Context: an optimization exercise on an open-source flow, tuned for small area, a short achievable clock period and few clock cycles per item. The choices shown serve that exercise and are no tape-out recipe. Function was checked by simulation only, so behaviour that the tests miss may differ from the original. Power figures rest on the tool's default switching activity, not on a simulated workload.

[design/flow/run.sh]
#!/bin/bash
# synth_recipe.tcl (not shown) runs the flow's synth.tcl, then flattens the netlist and writes it again
# the make line also repeats each setting of config.mk as NAME=value (left out here)
make -C /OpenROAD-flow-scripts/flow DESIGN_CONFIG=/design/flow/config.mk WORK_HOME=/design/flow/orfs CLKGATE_MAP_FILE= SYNTH_SCRIPT=/design/flow/synth_recipe.tcl finish
[design/flow/config.mk]
export PLATFORM = sky130hd
export DESIGN_NAME = ring_buffer_window_statistics_top
export DESIGN_NICKNAME = ring_buffer_window_statistics_top
export VERILOG_FILES = /design/flow/design.v
export SDC_FILE = /design/flow/constraint.sdc
export NUM_CORES = 4
export LEC_CHECK = 0
export CAP_MARGIN = 20
export CORE_MARGIN = 2
export CORE_UTILIZATION = 40
export SLEW_MARGIN = 20
[design/flow/constraint.sdc]
create_clock -name core_clock -period 6.0 [get_ports {clk}]
set_input_delay 1.2000 -clock core_clock [delete_from_list [all_inputs] [get_ports {clk}]]
set_output_delay 1.2000 -clock core_clock [all_outputs]
set_load 0.01 [all_outputs]
[design/flow/design.v]
`default_nettype none
package rbws_pkg;
  localparam int DEPTH = 16;
  typedef enum logic [1:0] {
    CMD_PUSH  = 2'd0,
    CMD_POP   = 2'd1,
    CMD_STATS = 2'd2
  } cmd_t;
  typedef struct packed {
    logic [1:0]         command;
    logic signed [15:0] sample;
  } item_t;
  typedef struct packed {
    logic signed [15:0] pop_value;
    logic               pop_empty;
    logic signed [23:0] average_fixed;
    logic signed [15:0] maximum;
    logic signed [15:0] minimum;
    logic signed [15:0] mode_value;
    logic signed [15:0] median_value;
    logic [4:0]         free_count;
    logic [3:0]         write_position;
    logic [3:0]         read_position;
  } result_t;
endpackage
`default_nettype wire
`default_nettype none
module rbws_ram #(
  parameter int WIDTH = 16,
  parameter int DEPTH = 16
) (
  input  wire logic                     clk,
  input  wire logic                     we,
  input  wire logic [$clog2(DEPTH)-1:0] addr,
  input  wire logic [WIDTH-1:0]         wdata,
  output logic      [WIDTH-1:0]         rdata
);
  logic [WIDTH-1:0] mem [DEPTH];
  always_ff @(posedge clk) begin
    if (we) mem[addr] <= wdata;
    rdata <= mem[addr];
  end
endmodule
`default_nettype wire
`default_nettype none
module ring_buffer_window_statistics_top (
  input  wire logic            clk,
  input  wire logic            rst,
  input  wire logic            start,
  input  wire logic [17:0]     item,
  output logic                 busy,
  output logic                 done,
  output logic [117:0]         result
);
  rbws_pkg::item_t   item_s;
  rbws_pkg::result_t result_s;
  assign item_s = rbws_pkg::item_t'(item);
  assign result = result_s;
  localparam int AW = $clog2(rbws_pkg::DEPTH);
  localparam int CW = $clog2(rbws_pkg::DEPTH + 1);
  localparam int SW = 16 + CW + 8;
  localparam logic [AW-1:0] LAST = AW'(rbws_pkg::DEPTH - 1);
  localparam logic [CW-1:0] DEP = CW'(rbws_pkg::DEPTH);
  localparam logic [CW-1:0] MID_LO = CW'((rbws_pkg::DEPTH - 1) / 2);
  localparam logic [CW-1:0] MID_HI = CW'(rbws_pkg::DEPTH / 2);
  typedef enum logic [8:0] {
    S_CLEAR = 9'b000000001,
    S_IDLE  = 9'b000000010,
    S_RD    = 9'b000000100,
    S_POPW  = 9'b000001000,
    S_IRD   = 9'b000010000,
    S_ILAT  = 9'b000100000,
    S_JRD   = 9'b001000000,
    S_JEND  = 9'b010000000,
    S_FIN   = 9'b100000000
  } state_t;
  state_t state;
  logic [AW-1:0] wptr, rptr, i, j, addr;
  logic [CW-1:0] free_cnt, eq_cnt, lt_cnt, best;
  logic          we, jvalid, first;
  logic [15:0]   wdata, rdata;
  logic signed [15:0] a, mx, mn, mode, med_lo, med_hi, popv;
  logic signed [SW-1:0] sum;
  logic          empty;
  logic [1:0]    cmd;
  logic signed [SW-1:0] scaled, avg;
  logic signed [16:0] msum;
  rbws_ram #(.WIDTH(16), .DEPTH(rbws_pkg::DEPTH)) u_ram (
    .clk(clk), .we(we), .addr(addr), .wdata(wdata), .rdata(rdata)
  );
  always_comb begin
    we = 1'b0;
    wdata = 16'(item_s.sample);
    addr = i;
    unique case (state)
      S_CLEAR: begin
        we = 1'b1;
        wdata = '0;
      end
      S_IDLE: begin
        addr = (item_s.command == rbws_pkg::CMD_POP) ? rptr : wptr;
        we = start && item_s.command == rbws_pkg::CMD_PUSH;
      end
      S_RD: addr = rptr;
      S_IRD: addr = i;
      S_JRD: addr = j;
      default: addr = i;
    endcase
  end
  assign busy = state != S_IDLE;
  assign scaled = sum <<< 8;
  assign avg = scaled / SW'(rbws_pkg::DEPTH);
  assign msum = 17'(med_lo) + 17'(med_hi);
  logic signed [15:0] b;
  assign b = rdata;
  always_ff @(posedge clk) begin
    done <= 1'b0;
    if (rst) begin
      state <= S_CLEAR;
      wptr <= '0;
      rptr <= '0;
      free_cnt <= DEP;
      i <= '0;
    end else begin
      unique case (state)
        S_CLEAR: begin
          i <= i + 1'b1;
          if (i == LAST) begin
            i <= '0;
            state <= S_IDLE;
          end
        end
        S_IDLE: if (start) begin
          cmd <= item_s.command;
          popv <= -16'sd1;
          empty <= 1'b0;
          unique case (item_s.command)
            rbws_pkg::CMD_PUSH: begin
              wptr <= (wptr == LAST) ? '0 : wptr + 1'b1;
              if (free_cnt <= CW'(1)) begin
                free_cnt <= '0;
                rptr <= (wptr == LAST) ? '0 : wptr + 1'b1;
              end else free_cnt <= free_cnt - 1'b1;
              state <= S_FIN;
            end
            rbws_pkg::CMD_POP: begin
              if (free_cnt < DEP) state <= S_RD;
              else begin
                empty <= 1'b1;
                state <= S_FIN;
              end
            end
            rbws_pkg::CMD_STATS: begin
              i <= '0;
              sum <= '0;
              best <= '0;
              first <= 1'b1;
              state <= S_IRD;
            end
            default: state <= S_FIN;
          endcase
        end
        S_RD: state <= S_POPW;
        S_POPW: begin
          popv <= rdata;
          rptr <= (rptr == LAST) ? '0 : rptr + 1'b1;
          free_cnt <= free_cnt + 1'b1;
          state <= S_FIN;
        end
        S_IRD: state <= S_ILAT;
        S_ILAT: begin
          a <= rdata;
          sum <= sum + SW'($signed(rdata));
          if (first) begin
            mx <= rdata;
            mn <= rdata;
          end else begin
            if ($signed(rdata) > mx) mx <= rdata;
            if ($signed(rdata) < mn) mn <= rdata;
          end
          first <= 1'b0;
          j <= '0;
          jvalid <= 1'b0;
          eq_cnt <= '0;
          lt_cnt <= '0;
          state <= S_JRD;
        end
        S_JRD: begin
          if (jvalid) begin
            if (b == a && j - 1'b1 != i) eq_cnt <= eq_cnt + 1'b1;
            if (b < a || (b == a && j - 1'b1 < i)) lt_cnt <= lt_cnt + 1'b1;
          end
          jvalid <= 1'b1;
          j <= j + 1'b1;
          if (jvalid && j == '0) state <= S_JEND;
          else if (j == LAST) state <= S_JEND;
        end
        S_JEND: begin
          logic [CW-1:0] e, l;
          e = eq_cnt;
          l = lt_cnt;
          if (b == a && LAST != i) e = e + 1'b1;
          if (b < a || (b == a && LAST < i)) l = l + 1'b1;
          if (e >= best) begin
            best <= e;
            mode <= a;
          end
          if (l == MID_LO) med_lo <= a;
          if (l == MID_HI) med_hi <= a;
          i <= i + 1'b1;
          state <= (i == LAST) ? S_FIN : S_IRD;
        end
        S_FIN: begin
          done <= 1'b1;
          result_s.pop_value <= popv;
          result_s.pop_empty <= empty;
          result_s.free_count <= 5'(free_cnt);
          result_s.write_position <= 4'(wptr);
          result_s.read_position <= 4'(rptr);
          if (cmd == rbws_pkg::CMD_STATS) begin
            result_s.average_fixed <= 24'(avg);
            result_s.maximum <= mx;
            result_s.minimum <= mn;
            result_s.mode_value <= mode;
            result_s.median_value <= (rbws_pkg::DEPTH % 2 == 0) ? 16'(msum / 2) : med_hi;
          end else begin
            result_s.average_fixed <= '0;
            result_s.maximum <= '0;
            result_s.minimum <= '0;
            result_s.mode_value <= '0;
            result_s.median_value <= '0;
          end
          state <= S_IDLE;
        end
        default: state <= S_IDLE;
      endcase
    end
  end
endmodule
`default_nettype wire
==> qor.yml <==
hpwl_mm: 37.8
yosys.area.top_type: "edfxtp_1"
drc: 0
post_drt_wl_per_cell_um: 19.5
seq_area_um2: 16700
die-area_um2: 65200
gp_congestion: 0.826
setup_viol: 0
max_cap_viol_count: 0
arrival_ns: 4.85
synth_edf_count: 526
ant_nets: 0
worstPathRequired_ns: 6.49
die_x_um: 255
cts_resized: 0
synth.top_cell.area_share_pct: 62.5
worst_setup_path_start_kind: "flop"
area_delta_synth_final_pct: 17.7
row_count: 92
path_max_fanout: 34
yosys_register_bits: 569
grt_first_pass_wirelength_mm: 87.2
path_clk_slew_ns: 0.06
p_leak_nw: 10.4
ys_types: 81
synth_flop_cell: "edfxtp_1"
drive_above_1_share_pct: 11.3
initial_core_util_pct: 40.3
fin_worst_skew_ns: 0.0341
clk_latency_ns: 0.63
synth_warnings: 2
cts_buffers: 58
grt_pass1_vias: 14946
gr-total-overflow: 0
grt_use_total_pct: 17.1
grt_max_degree: 67
post_cts_buffers: 0
clock-sinks: 569
synth_area_um2: 25300
worstMarginPinSlew_ns: 1.08
mostFrequentLayoutCells: "edfxtp_1 (526), nor2_1 (177), clkdlybuf4s50_1 (136), ha_1 (107), mux2i_1 (104)"
fin_nets: 2129
post-route-period-util_pct: 72.7
relSlewSlack_pct: 27.9
synth_area_per_cell_um2: 13.9
synthCells: 1823
fmax_mhz: 229
yosysSeqAreaShare_pct: 65.9
drtIter0Drc: 980
clk_path_buf_depth: 3
tns_ns: 0
finalHoldViolCount: 0
core_area_um2: 62700
ys_async_sr_fraction_pct: 0
fillers: 5413
worst_ir_drop_vdd_uv: 243
synth_area_leaders: "edfxtp_1 (62%), ha_1 (5.3%), mux2i_1 (4.1%), dfxtp_1 (3.4%), mux2_2 (2.8%)"
hold_buffers: 0
min_path_type: "reg -> reg"
end_kind: "flop"
cts_tree: "yes"
die_h_um: 255
cts_htree_levels: 2
multi_input_area_um2: 8020
antenna_found_initial: 0
diodes: 0
route.vias.total: 14938
cts-root-buf: "clkbuf_16"
outcome: "complete, no violations"
finalMaxSlewViolations: 0
dp_slack_ns: 1.16
power.density_nw_per_um2: 334
layout_commonest_cell: "edfxtp_1"
critPathKind: "reg -> reg"
period_minus_slack_ns: 4.36
wl_mm: 56.3
port_buffers: 136
vias_per_cell: 5.16
finalWorstSetupSlack_ns: 1.64
rsz0062_at_grt: "false"
ios: 141
first_pass_iters: 5
area by class of cell:
class / count / share of cell area, %
flip-flops and latches: 569 / 56.0
well taps: 846 / 3.56
inverters: 91 / 1.15
clock inverters: 35 / 1.41
multi-input cells: 1098 / 27.0
clock buffers: 74 / 5.22
repair buffers: 181 / 5.72
Yosys cell counts (all sizes together) (5+ instances only):
cell type  number
o21a           12
a21oi          86
nor2          179
dfxtp          43
a221o          16
nor3           22
nand2          57
edfxtp        526
nor2b          33
nand2b         31
mux2           63
xnor2          25
or3             5
inv            91
o21ai          46
nand3          30
and2           53
a211oi         14
a22oi           6
o22ai          19
buf            37
nand4          15
nor4            6
xor2           26
o211ai          7
mux2i         104
clkbuf         31
a21o           21
a31oi          14
ha            107
or2             8
and3           17
path summary, 6_finish.rpt:
path	startpoint	end	slack, ns	depth (start not counted)
setup / recovery	state[1]	u_ram.rdata[6]	1.64	9
hold / removal	popv[13]	result_s[115]	0.42	0
setup reg to reg	state[1]	u_ram.rdata[6]	1.64	9
hold reg to reg	popv[13]	result_s[115]	0.42	0
worst max-delay path, stage by stage (launching register included):
cell,delay (ns)
dfxtp_1,0.50
or3b_1,0.44
nor3_2,0.62
a21oi_1,0.25
o2111ai_4,0.88
buf_4,0.63
mux2i_1,0.26
mux2_2,0.18
o22ai_1,0.12
a221o_1,0.32
cell families (layout without fill, tap and decap cells):
kind of cell / count (synthesis) / after routing / share of synthesized area (%)
simple gates: 483 / 483 / 9.77
flops: 569 / 569 / 65.9
buf+inv: 159 / 381 / 2.77
other cells: 1 / 4 / 0.0148
compound gates: 284 / 284 / 7.43
fa+ha+maj: 109 / 109 / 5.45
mux: 167 / 167 / 6.92
xor+xnor: 51 / 51 / 1.77
registers in the layout, indices dropped and copies added (netlist names), 9 cells and up:
name and flops:
mode 16, med_hi 16, result_s 114, med_lo 16
popv 16, mn 16, state 9, sum 20
u_ram.rdata 16, u_ram.mem 256, mx 16, a 16
through the flow:
| stage | cells | hold slack (ns) | power, W | area, µm² | util, % |
|---|---|---|---|---|---|
| floorplan | 1826 | 0.400 | 0.00578 | 25300 | - |
| global placement | 2783 | 0.407 | 0.00627 | 27700 | 44.2 |
| detailed placement | 2784 | 0.411 | 0.00632 | 27700 | 44.2 |
| CTS | 2893 | 0.424 | 0.0100 | 29700 | 47.4 |
| global route | 2894 | 0.433 | 0.0104 | 29800 | 47.4 |
| finish | 2894 | 0.417 | 0.00993 | 29800 | 47.4 |
layer usage:
metal	wire length, µm	share of wire, %	global-route usage [%]
met2	27700	49	29.6
met4	1310	2.3	4.98
met5	0	0	0
met1	24800	44	22.1
met3	2570	4.6	2.84
where the power goes:
group / internal, W / switching [W]
clock network: 0.00218 / 0.00151
logic: 0.000610 / 0.000830
registers: 0.00456 / 0.000241
total: 0.00735 / 0.00258
Testbench counts, summed over its fixed seeds: cycles 181,488, items 4,800.

re-timing with driven ports:
The results above use ideal ports. As a check the final layout listed here was re-extracted and re-timed, cells and wires unchanged. Step 1 sets driving cells, clkbuf_16 on the clock port and buf_2 on the other inputs (assumed; they add their load-dependent delay and slew). Step 2 also shifts input and output timing later by t, the mid clock arrival at the registers, as if the neighbouring blocks saw the same clock. a / b / c = ideal / step 1 / step 2; a / b = the first two.
t (ns): 0.676
setup slack, ns: 1.635 / 1.635 / 1.196
latest minus earliest clock arrival (ns): 0.036 / 0.036
After both steps this run still meets setup and hold. The setup slack of this run moves by 0.000 ns with the drivers and by -0.439 ns with both steps.
